From an optimization exercise on the open Yosys and OpenROAD flow, aimed at small area and a short achievable clock period; shortcuts taken in it are not production practice. Only the layout flow was run in this run; the RTL was not checked for function there. Power is estimated from default activity; no workload was simulated.

File: design/flow/design.v
`default_nettype none
package bombPkg;
	typedef logic [10-1:0] coordT;
	function automatic logic geq(input coordT v, input coordT c);
		logic r;
		r = 1'b1;
		for (int i = 0; i < 10; i++)
			r = (v[i] & ~c[i]) | ((v[i] | ~c[i]) & r);
		geq = r;
	endfunction
	function automatic logic gt(input coordT v, input coordT c);
		logic r;
		r = 1'b0;
		for (int i = 0; i < 10; i++)
			r = (v[i] & ~c[i]) | ((v[i] | ~c[i]) & r);
		gt = r;
	endfunction
	function automatic logic inRange(input coordT v, input coordT lo, input coordT hi);
		inRange = geq(v, lo) && !gt(v, hi);
	endfunction
	function automatic logic inOpen(input coordT v, input coordT lo, input coordT hi);
		inOpen = gt(v, lo) && !geq(v, hi);
	endfunction
endpackage
`default_nettype wire
`default_nettype none
module joystickDecoder (
	input logic [9:0] stickX,
	input logic [9:0] stickY,
	output logic up,
	output logic down,
	output logic left,
	output logic right
);
	logic xCentred;
	logic yCentred;
	assign xCentred = bombPkg::inRange(stickX, 10'd300, 10'd700);
	assign yCentred = bombPkg::inRange(stickY, 10'd300, 10'd700);
	assign up = bombPkg::gt(stickY, 10'd700) && xCentred;
	assign down = !bombPkg::geq(stickY, 10'd300) && xCentred;
	assign left = !bombPkg::geq(stickX, 10'd300) && yCentred;
	assign right = bombPkg::gt(stickX, 10'd700) && yCentred;
endmodule
`default_nettype wire
`default_nettype none
module nearDiff #(
	parameter int K = 5
) (
	input logic [9:0] p,
	input logic [9:0] s,
	output logic near,
	output logic [K-1:0] d
);
	localparam int H = 10 - K;
	logic [H-1:0] pHi;
	logic [H-1:0] sHi;
	logic [H-1:0] pHiDec;
	logic [H-1:0] pHiInc;
	logic [K:0] low;
	assign pHi = p[9:K];
	assign sHi = s[9:K];
	assign pHiDec = pHi - 1'b1;
	assign pHiInc = pHi + 1'b1;
	assign low = {1'b0, p[K-1:0]} - {1'b0, s[K-1:0]};
	assign near = ((sHi == pHi) && (low[K] == low[K-1]))
		|| ((pHi != '0) && (sHi == pHiDec) && low[K] && !low[K-1])
		|| ((pHi != '1) && (sHi == pHiInc) && !low[K] && low[K-1]);
	assign d = low[K-1:0];
endmodule
module bombFuse (
	input logic DIV_CLK,
	input logic reset,
	input logic gameTick,
	input logic dropBomb,
	input logic [9:0] posX,
	input logic [8:0] posY,
	input logic [9:0] pixelX,
	input logic [9:0] pixelY,
	input logic [4:0] rowPix,
	input logic [4:0] colPix,
	input logic rowSpan,
	input logic colSpan,
	output logic bombHit,
	output logic blastHit
);
	logic [6:0] count;
	logic [9:0] bombX;
	logic [8:0] bombY;
	logic [9:0] by;
	logic idle;
	logic fuse;
	logic blast;
	assign idle = (count == 7'd0);
	assign blast = count[6] && count[5] && (count[4:0] != 5'd0);
	assign fuse = !idle && !blast;
	always_ff @(posedge DIV_CLK or posedge reset)
	begin
		if (reset)
			count <= 7'd0;
		else if (gameTick)
		begin
			if (idle)
				count <= dropBomb ? 7'd96 : 7'd0;
			else if (count == 7'd1)
				count <= 7'd96 + 7'd24;
			else if (count == 7'd96 + 7'd1)
				count <= 7'd0;
			else
				count <= count - 7'd1;
		end
	end
	always_ff @(posedge DIV_CLK)
	begin
		if (gameTick && idle && dropBomb)
		begin
			bombX <= posX;
			bombY <= posY;
		end
	end
	assign by = {1'b0, bombY};
	logic nearX;
	logic nearY;
	logic [4:0] dx;
	logic [4:0] dy;
	nearDiff #(.K(5)) nearDiffX_i (.p(pixelX), .s(bombX), .near(nearX), .d(dx));
	nearDiff #(.K(5)) nearDiffY_i (.p(pixelY), .s(by), .near(nearY), .d(dy));
	function automatic logic absLe(input logic [4:0] v, input int t);
		absLe = v[4] ? (v >= 5'(32 - t)) : (v <= 5'(t));
	endfunction
	logic disc;
	assign disc = nearX && nearY && (
		(absLe(dx, 14) && absLe(dy, 5))
		|| (absLe(dx, 13) && absLe(dy, 7))
		|| (absLe(dx, 12) && absLe(dy, 8))
		|| (absLe(dx, 11) && absLe(dy, 10))
		|| (absLe(dx, 10) && absLe(dy, 11))
		|| (absLe(dx, 8) && absLe(dy, 12))
		|| (absLe(dx, 7) && absLe(dy, 13))
		|| (absLe(dx, 5) && absLe(dy, 14)));
	assign bombHit = fuse && !count[3] && disc;
	logic [4:0] rowOn;
	logic [4:0] colOn;
	assign rowOn[0] = !bombPkg::gt(by, 10'd58);
	assign rowOn[1] = bombPkg::inRange(by, 10'd110, 10'd162);
	assign rowOn[2] = bombPkg::inRange(by, 10'd214, 10'd266);
	assign rowOn[3] = bombPkg::inRange(by, 10'd318, 10'd370);
	assign rowOn[4] = bombPkg::geq(by, 10'd422);
	assign colOn[0] = !bombPkg::gt(bombX, 10'd75);
	assign colOn[1] = bombPkg::inRange(bombX, 10'd145, 10'd215);
	assign colOn[2] = bombPkg::inRange(bombX, 10'd285, 10'd355);
	assign colOn[3] = bombPkg::inRange(bombX, 10'd425, 10'd495);
	assign colOn[4] = bombPkg::geq(bombX, 10'd565);
	assign blastHit = blast
		&& ((rowSpan && |(rowOn & rowPix)) || (colSpan && |(colOn & colPix)));
endmodule
`default_nettype wire
`default_nettype none
module playerUnit #(
	parameter int playerIndex = 0
) (
	input logic DIV_CLK,
	input logic reset,
	input logic gameTick,
	input logic up,
	input logic down,
	input logic left,
	input logic right,
	input logic dropBomb,
	input logic [9:0] pixelX,
	input logic [9:0] pixelY,
	input logic [4:0] rowPix,
	input logic [4:0] colPix,
	input logic rowSpan,
	input logic colSpan,
	output logic avatarHit,
	output logic bombHit,
	output logic blastHit
);
	localparam logic [9:0] START_X = (playerIndex == 0) ? 10'd10 : 10'd600;
	localparam logic [8:0] START_Y = (playerIndex == 0) ? 9'(10'd10) : 9'(10'd450);
	logic [9:0] posX;
	logic [8:0] posY;
	logic [9:0] py;
	assign py = {1'b0, posY};
	function automatic logic ge(input logic [9:0] v, input logic [9:0] c);
		ge = bombPkg::geq(v, c);
	endfunction
	logic colAny;
	logic rowAny;
	assign colAny = (ge(posX, 10'd55 + 10'd1) && !ge(posX, 10'd165))
		|| (ge(posX, 10'd195 + 10'd1) && !ge(posX, 10'd305))
		|| (ge(posX, 10'd335 + 10'd1) && !ge(posX, 10'd445))
		|| (ge(posX, 10'd475 + 10'd1) && !ge(posX, 10'd585));
	assign rowAny = (ge(py, 10'd38 + 10'd1) && !ge(py, 10'd130))
		|| (ge(py, 10'd142 + 10'd1) && !ge(py, 10'd234))
		|| (ge(py, 10'd246 + 10'd1) && !ge(py, 10'd338))
		|| (ge(py, 10'd350 + 10'd1) && !ge(py, 10'd442));
	logic [3:0] winLeft;
	logic [3:0] winRight;
	logic [3:0] winUp;
	logic [3:0] winDown;
	assign winLeft[0] = ge(posX, 10'd165) && !ge(posX, 10'd165 + 10'd3);
	assign winLeft[1] = ge(posX, 10'd305) && !ge(posX, 10'd305 + 10'd3);
	assign winLeft[2] = ge(posX, 10'd445) && !ge(posX, 10'd445 + 10'd3);
	assign winLeft[3] = ge(posX, 10'd585) && !ge(posX, 10'd585 + 10'd3);
	assign winRight[0] = ge(posX, 10'd55 - 10'd2) && !ge(posX, 10'd55 + 10'd1);
	assign winRight[1] = ge(posX, 10'd195 - 10'd2) && !ge(posX, 10'd195 + 10'd1);
	assign winRight[2] = ge(posX, 10'd335 - 10'd2) && !ge(posX, 10'd335 + 10'd1);
	assign winRight[3] = ge(posX, 10'd475 - 10'd2) && !ge(posX, 10'd475 + 10'd1);
	assign winUp[0] = ge(py, 10'd130) && !ge(py, 10'd130 + 10'd3);
	assign winUp[1] = ge(py, 10'd234) && !ge(py, 10'd234 + 10'd3);
	assign winUp[2] = ge(py, 10'd338) && !ge(py, 10'd338 + 10'd3);
	assign winUp[3] = ge(py, 10'd442) && !ge(py, 10'd442 + 10'd3);
	assign winDown[0] = ge(py, 10'd38 - 10'd2) && !ge(py, 10'd38 + 10'd1);
	assign winDown[1] = ge(py, 10'd142 - 10'd2) && !ge(py, 10'd142 + 10'd1);
	assign winDown[2] = ge(py, 10'd246 - 10'd2) && !ge(py, 10'd246 + 10'd1);
	assign winDown[3] = ge(py, 10'd350 - 10'd2) && !ge(py, 10'd350 + 10'd1);
	logic [8:0] candUp;
	logic [8:0] candDown;
	logic [9:0] candLeft;
	logic [9:0] candRight;
	always_comb
	begin
		candUp = posY - 9'd3;
		if (colAny)
		begin
			if (winUp[0]) candUp = 9'(10'd131);
			if (winUp[1]) candUp = 9'(10'd235);
			if (winUp[2]) candUp = 9'(10'd339);
			if (winUp[3]) candUp = 9'(10'd443);
		end
		candDown = posY + 9'd3;
		if (colAny)
		begin
			if (winDown[0]) candDown = 9'(10'd37);
			if (winDown[1]) candDown = 9'(10'd141);
			if (winDown[2]) candDown = 9'(10'd245);
			if (winDown[3]) candDown = 9'(10'd349);
		end
		candLeft = posX - 10'd3;
		if (rowAny)
		begin
			if (winLeft[0]) candLeft = 10'd166;
			if (winLeft[1]) candLeft = 10'd306;
			if (winLeft[2]) candLeft = 10'd446;
			if (winLeft[3]) candLeft = 10'd586;
		end
		candRight = posX + 10'd3;
		if (rowAny)
		begin
			if (winRight[0]) candRight = 10'd54;
			if (winRight[1]) candRight = 10'd194;
			if (winRight[2]) candRight = 10'd334;
			if (winRight[3]) candRight = 10'd474;
		end
	end
	logic xLow;
	logic xHigh;
	logic yLow;
	logic yHigh;
	logic outOfArena;
	logic [9:0] holdX;
	logic [8:0] holdY;
	assign xLow = !ge(posX, 10'd26);
	assign xHigh = ge(posX, 10'd614 + 10'd1);
	assign yLow = !ge(py, 10'd27);
	assign yHigh = ge(py, 10'd453 + 10'd1);
	assign outOfArena = xLow || xHigh || yLow || yHigh;
	assign holdX = xLow ? 10'd26 : xHigh ? 10'd614 : posX;
	assign holdY = yLow ? 9'(10'd27) : yHigh ? 9'(10'd453) : posY;
	logic [9:0] nextX;
	logic [8:0] nextY;
	assign nextX = (left && !outOfArena) ? candLeft
		: (right && !outOfArena) ? candRight : holdX;
	assign nextY = (up && !outOfArena) ? candUp
		: (down && !outOfArena) ? candDown : holdY;
	always_ff @(posedge DIV_CLK or posedge reset)
	begin
		if (reset)
		begin
			posX <= START_X;
			posY <= START_Y;
		end
		else if (gameTick)
		begin
			posX <= nextX;
			posY <= nextY;
		end
	end
	logic nearAX;
	logic nearAY;
	logic [5:0] ax;
	logic [5:0] ay;
	logic noWrap;
	nearDiff #(.K(6)) nearDiffX_i (.p(pixelX), .s(posX), .near(nearAX), .d(ax));
	nearDiff #(.K(6)) nearDiffY_i (.p(pixelY), .s(py), .near(nearAY), .d(ay));
	function automatic logic within20(input logic [5:0] v);
		within20 = v[5] ? (v >= 6'd44) : (v <= 6'd20);
	endfunction
	assign noWrap = (playerIndex != 0) || bombPkg::geq(posX, 10'd20);
	assign avatarHit = noWrap && nearAX && nearAY && within20(ax) && within20(ay);
	bombFuse bombFuse_i (
		.DIV_CLK(DIV_CLK),
		.reset(reset),
		.gameTick(gameTick),
		.dropBomb(dropBomb),
		.posX(posX),
		.posY(posY),
		.pixelX(pixelX),
		.pixelY(pixelY),
		.rowPix(rowPix),
		.colPix(colPix),
		.rowSpan(rowSpan),
		.colSpan(colSpan),
		.bombHit(bombHit),
		.blastHit(blastHit)
	);
endmodule
`default_nettype wire
`default_nettype none
module pixelMixer (
	input logic DIV_CLK,
	input logic reset,
	input logic [9:0] pixelX,
	input logic [9:0] pixelY,
	input logic pixelActive,
	input logic avatar0,
	input logic bomb0,
	input logic blast0,
	input logic avatar1,
	input logic bomb1,
	input logic blast1,
	output logic vgaR,
	output logic vgaG,
	output logic vgaB
);
	logic wall;
	logic blockCol;
	logic blockRow;
	logic red;
	logic green;
	logic blue;
	assign wall = !bombPkg::gt(pixelX, 10'd5) || bombPkg::geq(pixelX, 10'd640 - 10'd5)
		|| !bombPkg::gt(pixelY, 10'd6) || bombPkg::geq(pixelY, 10'd480 - 10'd6);
	assign blockCol = bombPkg::inRange(pixelX, 10'd75, 10'd145)
		|| bombPkg::inRange(pixelX, 10'd215, 10'd285)
		|| bombPkg::inRange(pixelX, 10'd355, 10'd425)
		|| bombPkg::inRange(pixelX, 10'd495, 10'd565);
	assign blockRow = bombPkg::inRange(pixelY, 10'd58, 10'd110)
		|| bombPkg::inRange(pixelY, 10'd162, 10'd214)
		|| bombPkg::inRange(pixelY, 10'd266, 10'd318)
		|| bombPkg::inRange(pixelY, 10'd370, 10'd422);
	assign red = avatar0 || avatar1 || bomb0 || blast0;
	assign green = avatar1 || wall || (blockCol && blockRow);
	assign blue = bomb0 || blast0 || bomb1 || blast1;
	always_ff @(posedge DIV_CLK or posedge reset)
	begin
		if (reset)
		begin
			vgaR <= 1'b0;
			vgaG <= 1'b0;
			vgaB <= 1'b0;
		end
		else
		begin
			vgaR <= red && pixelActive;
			vgaG <= green && pixelActive;
			vgaB <= blue && pixelActive;
		end
	end
endmodule
`default_nettype wire
`default_nettype none
module bombGameTop (
	input logic DIV_CLK,
	input logic reset,
	input logic gameTick,
	input logic [9:0] stick0X,
	input logic [9:0] stick0Y,
	input logic bomb0,
	input logic [9:0] stick1X,
	input logic [9:0] stick1Y,
	input logic bomb1,
	input logic [9:0] pixelX,
	input logic [9:0] pixelY,
	input logic pixelActive,
	output logic vgaR,
	output logic vgaG,
	output logic vgaB
);
	logic up0, down0, left0, right0;
	logic up1, down1, left1, right1;
	logic avatar0, bombHit0, blastHit0;
	logic avatar1, bombHit1, blastHit1;
	logic [4:0] rowPix;
	logic [4:0] colPix;
	logic rowSpan;
	logic colSpan;
	assign rowPix[0] = bombPkg::inRange(pixelY, 10'd10, 10'd54);
	assign rowPix[1] = bombPkg::inRange(pixelY, 10'd114, 10'd158);
	assign rowPix[2] = bombPkg::inRange(pixelY, 10'd218, 10'd262);
	assign rowPix[3] = bombPkg::inRange(pixelY, 10'd322, 10'd366);
	assign rowPix[4] = bombPkg::inRange(pixelY, 10'd426, 10'd470);
	assign colPix[0] = bombPkg::inRange(pixelX, 10'd9, 10'd69);
	assign colPix[1] = bombPkg::inRange(pixelX, 10'd149, 10'd211);
	assign colPix[2] = bombPkg::inRange(pixelX, 10'd289, 10'd351);
	assign colPix[3] = bombPkg::inRange(pixelX, 10'd429, 10'd491);
	assign colPix[4] = bombPkg::inRange(pixelX, 10'd569, 10'd631);
	assign rowSpan = bombPkg::inRange(pixelX, 10'd9, 10'd631);
	assign colSpan = bombPkg::inRange(pixelY, 10'd6, 10'd474);
	joystickDecoder joystickDecoder0_i (
		.stickX(stick0X),
		.stickY(stick0Y),
		.up(up0),
		.down(down0),
		.left(left0),
		.right(right0)
	);
	joystickDecoder joystickDecoder1_i (
		.stickX(stick1X),
		.stickY(stick1Y),
		.up(up1),
		.down(down1),
		.left(left1),
		.right(right1)
	);
	playerUnit #(
		.playerIndex(0)
	) playerUnit0_i (
		.DIV_CLK(DIV_CLK),
		.reset(reset),
		.gameTick(gameTick),
		.up(up0),
		.down(down0),
		.left(left0),
		.right(right0),
		.dropBomb(bomb0),
		.pixelX(pixelX),
		.pixelY(pixelY),
		.rowPix(rowPix),
		.colPix(colPix),
		.rowSpan(rowSpan),
		.colSpan(colSpan),
		.avatarHit(avatar0),
		.bombHit(bombHit0),
		.blastHit(blastHit0)
	);
	playerUnit #(
		.playerIndex(1)
	) playerUnit1_i (
		.DIV_CLK(DIV_CLK),
		.reset(reset),
		.gameTick(gameTick),
		.up(up1),
		.down(down1),
		.left(left1),
		.right(right1),
		.dropBomb(bomb1),
		.pixelX(pixelX),
		.pixelY(pixelY),
		.rowPix(rowPix),
		.colPix(colPix),
		.rowSpan(rowSpan),
		.colSpan(colSpan),
		.avatarHit(avatar1),
		.bombHit(bombHit1),
		.blastHit(blastHit1)
	);
	pixelMixer pixelMixer_i (
		.DIV_CLK(DIV_CLK),
		.reset(reset),
		.pixelX(pixelX),
		.pixelY(pixelY),
		.pixelActive(pixelActive),
		.avatar0(avatar0),
		.bomb0(bombHit0),
		.blast0(blastHit0),
		.avatar1(avatar1),
		.bomb1(bombHit1),
		.blast1(blastHit1),
		.vgaR(vgaR),
		.vgaG(vgaG),
		.vgaB(vgaB)
	);
endmodule
`default_nettype wire
File: design/flow/flow/run.sh
#!/bin/bash
# Own layout flow. Synthesis is the standard synthesis script, run with
# an area-recovering ABC script (flow/abc.script in place of ORFS's
# abc_speed.script, in a private copy of ORFS's scripts folder), adders left
# to ABC (no Kogge-Stone map, no full-adder cells). Registers are mapped
# before ABC runs, so they are the standard synthesis's. Floorplan, power
# grid, tap cells, placement, CTS and routing are the standard flow,
# with the extra make variables in flow/vars.txt (one per line).
set -euo pipefail
WORK=$PWD
rm -rf "$WORK/synth_scripts"
cp -r "$FLOW_HOME/scripts" "$WORK/synth_scripts"
cp flow/abc.script "$WORK/synth_scripts/abc_speed.script"
bash standard.sh SCRIPTS_DIR="$WORK/synth_scripts" SYNTH_OPERATIONS_ARGS=-booth ADDER_MAP_FILE= synth > synth_flow.log 2>&1
VARS=()
if [[ -f flow/vars.txt ]]; then
	while read -r line; do
		[[ -n "$line" ]] && VARS+=("$line")
	done < flow/vars.txt
fi
bash standard.sh "${VARS[@]}" finish > layout_flow.log 2>&1
File: design/flow/flow/abc.script
strash
&get -n
&fraig -x
&put
scorr
dc2
strash
&get -n
&dch -f
&nf -R 1000
&put
buffer -c
topo
stime -c
upsize -c
dnsize -c
File: design/flow/flow/vars.txt
SETUP_SLACK_MARGIN=9
BUFFER_PORTS_ARGS=-buffer_cell sky130_fd_sc_hd__buf_2
File: design/flow/standard.sh
#!/bin/bash
# synth_recipe.tcl (not shown) runs the flow's synth.tcl, then flattens the netlist and writes it again
# the make line also repeats each setting of config.mk as NAME=value (left out here)
make -C /OpenROAD-flow-scripts/flow DESIGN_CONFIG=/design/flow/config.mk WORK_HOME=/design/flow/orfs CLKGATE_MAP_FILE= SYNTH_SCRIPT=/design/flow/synth_recipe.tcl "${@:-finish}"
File: design/flow/config.mk
export PLATFORM = sky130hd
export DESIGN_NAME = bombGameTop
export DESIGN_NICKNAME = bombGameTop
export VERILOG_FILES = /design/flow/design.v
export SDC_FILE = /design/flow/constraint.sdc
export NUM_CORES = 4
export LEC_CHECK = 0
export CAP_MARGIN = 20
export CORE_MARGIN = 2
export CORE_UTILIZATION = 40
export SLEW_MARGIN = 20
File: design/flow/constraint.sdc
create_clock -name core_clock -period 14.0 [get_ports {DIV_CLK}]
set_input_delay 2.8000 -clock core_clock [delete_from_list [all_inputs] [get_ports {DIV_CLK}]]
set_output_delay 2.8000 -clock core_clock [all_outputs]
set_load 0.01 [all_outputs]
==> impl_metrics.env <==
export IMPL_syn2layout_area_growth_pct=14.0
export IMPL_min_path_cells=2
export IMPL_final_area_um2=12300
export IMPL_cp_slowest_cell="or4_4"
export IMPL_track_usage_pct=23.4
export IMPL_vias_per_cell=6.11
export IMPL_p_leak_nw=4.43
export IMPL_end_kind="register"
export IMPL_total_power_mw=1.96
export IMPL_syn_cell_area_um2=10800
export IMPL_numPlacedInstances=1845
export IMPL_synth_top_cell_area_share_pct=10.6
export IMPL_ant_nets=0
export IMPL_cp_max_fo=12
export IMPL_cp_top_family="simple AND/OR/NAND/NOR gates"
export IMPL_clockBufferDepth=2
export IMPL_max_freq_mhz=193
export IMPL_synth_edf_count=38
export IMPL_start_util_pct=40.3
export IMPL_first_pass_iters=6
export IMPL_utilization_pct=46.0
export IMPL_cts_tree="done"
export IMPL_synth_seq_cells=93
export IMPL_drive_above_1_share_pct=14.3
export IMPL_place_area_um2=11200
export IMPL_fin_setup_tns_ps=0
export IMPL_hold_path_startpoint="playerUnit0_i.bombFuse_i.count[4]"
export IMPL_syn_area_per_cell_um2=7.01
export IMPL_nets=1608
export IMPL_status="complete, no violations"
export IMPL_finalSetupViolations=0
export IMPL_yosys_top_cells_count="184 x nand2_1, 160 x nor2_1, 125 x a21oi_1"
export IMPL_diodes=0
export IMPL_relSlewSlack_pct=39.1
export IMPL_worstMarginPinSlew_ps=909
export IMPL_drc_errors=0
export IMPL_dp_hpwl_um=24800
export IMPL_die_h_um=168
export IMPL_start_kind="input pin"
export IMPL_path_class="in2reg"
export IMPL_cts_inserted_buffers=9
export IMPL_std_cell_rows=60
export IMPL_whs_endpoint="playerUnit0_i.bombFuse_i.count[4]"
export IMPL_wl_um=33800
export IMPL_grt_overflow=0
export IMPL_core_area_um2=26700
export IMPL_min_period_ps=5180
export IMPL_timing_rr_start="playerUnit0_i.posY[2]"
export IMPL_grt_setup_unrepaired="yes"
export IMPL_r2r_cells=12
export IMPL_fin_crit_sh_pct=37.0
export IMPL_clock_skew_ps=7.59
export IMPL_grt_pass1_vias=10332
export IMPL_path_buf_inv=2
export IMPL_cellPowerDensity_nw_per_um2=160
export IMPL_clk_pin_slew_ps=70
export IMPL_ir_drop_mv=0.0637
export IMPL_max_stage_delay_ps=540
export IMPL_clk_latency_ps=360
export IMPL_cts_root_buf="clkbuf_16"
export IMPL_fillers=2597
export IMPL_multi_input_area_um2=8190
export IMPL_final_seq_area_um2=2530
export IMPL_portBuffers=68
export IMPL_die_width_um=168
export IMPL_timing_hold_violations_final=0
export IMPL_crit_required_ps=14250
export IMPL_drv_slew=0
export IMPL_synth_ff_type="dfrtp_1"
export IMPL_r2r_end="playerUnit0_i.posY[4]"
export IMPL_synth_cell_types=76
export IMPL_synthCells=1533
export IMPL_stdcell_count=1888
export IMPL_ios=69
export IMPL_routabilityCongestion=0.958
export IMPL_async_flop_share_pct=59.1
export IMPL_die_area_um2=28200
export IMPL_drt_iter0_markers=1154
export IMPL_antenna_found_initial=0
export IMPL_vias=11543
export IMPL_grt_pass1_wl_um=54100
export IMPL_synth_most_common_cell="nand2_1"
export IMPL_yosysSeqAreaShare_pct=23.6
export IMPL_yosysWarnings=6
export IMPL_wl_per_cell_um=17.9
export IMPL_worstHoldPathType="reg2reg"
export IMPL_cts_sinks=93
export IMPL_htree_levels=3
export IMPL_syn_nets=1599
export IMPL_synthTopCellsByArea="edfxtp_1 11%, dfrtp_1 10%, xnor2_1 8.2%, nand2_1 6.4%, a21oi_1 5.8%"
export IMPL_cp_arrival_ps=5420
export IMPL_grt_max_degree=56
export IMPL_ff2ff_setup_slack_ps=10250
export IMPL_yosys_area_top_type="edfxtp_1"
export IMPL_crit_chain="buf_8, xnor2_4, nand2b_1, o21ai_2, maj3_2, a21oi_4, xnor2_2, and2_4, nor2b_4, inv_1, o221ai_2, o41ai_2, or4_4, a31oi_4, a21boi_1"
export IMPL_max_cap_violations=0
==> worst register-to-register path, cell delays in order (launching register included) <==
cell and delay, ps:
dfrtp_1 710, inv_1 220, nand2_1 290, a31oi_1 200, o21bai_1 270, or3_1 410
nor3_2 280, nand2_1 230, nand2_1 140, nor2_1 70, nor2_4 280, nand2b_1 160
o32a_1 360
==> per-stage QoR <==
stage	hold slack, ps	worst slack (ps)
6_report	519	8820
5_1_grt	569	8700
4_1_cts	521	8830
3_5_place_dp	506	8130
3_3_place_gp	500	8260
2_1_floorplan	420	8630
==> routing by layer <==
layer | vias up | part of all wire (%) | GRT usage (%)
met3 | 51 | 6.7 | 2.63
li1 | 5622 | - | -
met2 | 451 | 46 | 37.5
met5 | - | 0 | 0
met1 | 5419 | 45 | 33.2
met4 | 0 | 1.9 | 6.81
==> power breakdown <==
part           leakage [nW]  switching (mW)  internal [mW]
Combinational          3.29           0.622          0.435
Clock                 0.162           0.120          0.160
Sequential            0.978           0.240          0.381
Total                  4.43           0.982          0.975
==> registers in the layout, indices dropped and copies added (netlist names) <==
register / flops
playerUnit0_i.posY: 9
playerUnit1_i.posX: 10
playerUnit0_i.bombFuse_i.count: 7
playerUnit1_i.bombFuse_i.bombY: 9
playerUnit0_i.posX: 10
playerUnit1_i.posY: 9
pixelMixer_i.vgaG: 1
pixelMixer_i.vgaR: 1
playerUnit1_i.bombFuse_i.count: 7
pixelMixer_i.vgaB: 1
playerUnit0_i.bombFuse_i.bombX: 10
playerUnit0_i.bombFuse_i.bombY: 9
playerUnit1_i.bombFuse_i.bombX: 10
==> cell families (layout without fill, tap and decap cells) <==
logic type               after synthesis  in the layout  share of synthesized area (%)
flip-flops                            93             93                           23.6
adder cells (fa/ha/maj)               10             10                          0.954
buffers and inverters                139            153                           4.93
AO/OA/AOI/OAI                        480            480                           28.1
XOR/XNOR                             162            162                           13.4
AND/OR/NAND/NOR                      649            649                           29.1
==> cells in the final DEF, fill, tap and decap left out, drive strengths merged, types with 14 or more instances in the layout <==
cell and n:
a211oi 21, a21oi 126, a31oi 33, and2 14
buf 96, dfrtp 43, edfxtp 38, inv 41
nand2 184, nand2b 33, nand3 60, nand4 14
nor2 161, nor2b 25, nor3 53, nor3b 14
nor4 33, o21ai 137, o31ai 24, xnor2 104
xor2 58
==> timing repair <==
item                       CTS  global route
pin swaps                   23            25
buffers inserted            17            10
setup endpoints to repair    5            10
hold buffers                 0             0
gates resized for setup     46            48
==> cell type report <==
class | count | area share [%]
clock inverters | 7 | 0.848
well taps | 341 | 3.48
repair buffers | 98 | 5.08
multi-input cells | 1301 | 66.8
inverters | 39 | 1.26
clock buffers | 9 | 1.84
flip-flops and latches | 93 | 20.7
==> how the worst max path moves through the flow <==
stage	from	end	depth (start not counted)
2_1_floorplan	pixelY[0]	pixelMixer_i.vgaB	16
3_3_place_gp	pixelX[0]	pixelMixer_i.vgaB	15
3_5_place_dp	pixelX[0]	pixelMixer_i.vgaB	15
4_1_cts	pixelY[1]	pixelMixer_i.vgaB	15
5_1_grt	pixelX[1]	pixelMixer_i.vgaB	15
6_report	pixelX[1]	pixelMixer_i.vgaB	15

-- re-timing with driven ports --
Ports are ideal in the flow. The routed layout listed here was re-timed in OpenROAD.
Step 1 (the two cells are an assumption about what drives the block):
set clk [get_ports {DIV_CLK}]
set_driving_cell -lib_cell sky130_fd_sc_hd__clkbuf_16 $clk
set_driving_cell -lib_cell sky130_fd_sc_hd__buf_2 [delete_from_list [all_inputs] $clk]
Step 2 adds t to the input delays and takes it off the output delays; t is the mean of the earliest and latest rising clock arrival at the registers after step 1. Input paths then give back, and output paths get back, about the clock's delay inside the block.
Slacks: ideal ports / drivers / drivers and shift; pairs: ideal ports / drivers.
t, ns: 0.404
setup WS [ns]: 8.822 / 8.826 / 8.422
worst register clock-pin slew, ns: 0.07 / 0.07
pins driven straight from the clock port: 1
After both steps setup and hold are still met in this run. The setup slack of this run moves by +0.004 ns with the drivers and by -0.400 ns with both steps.
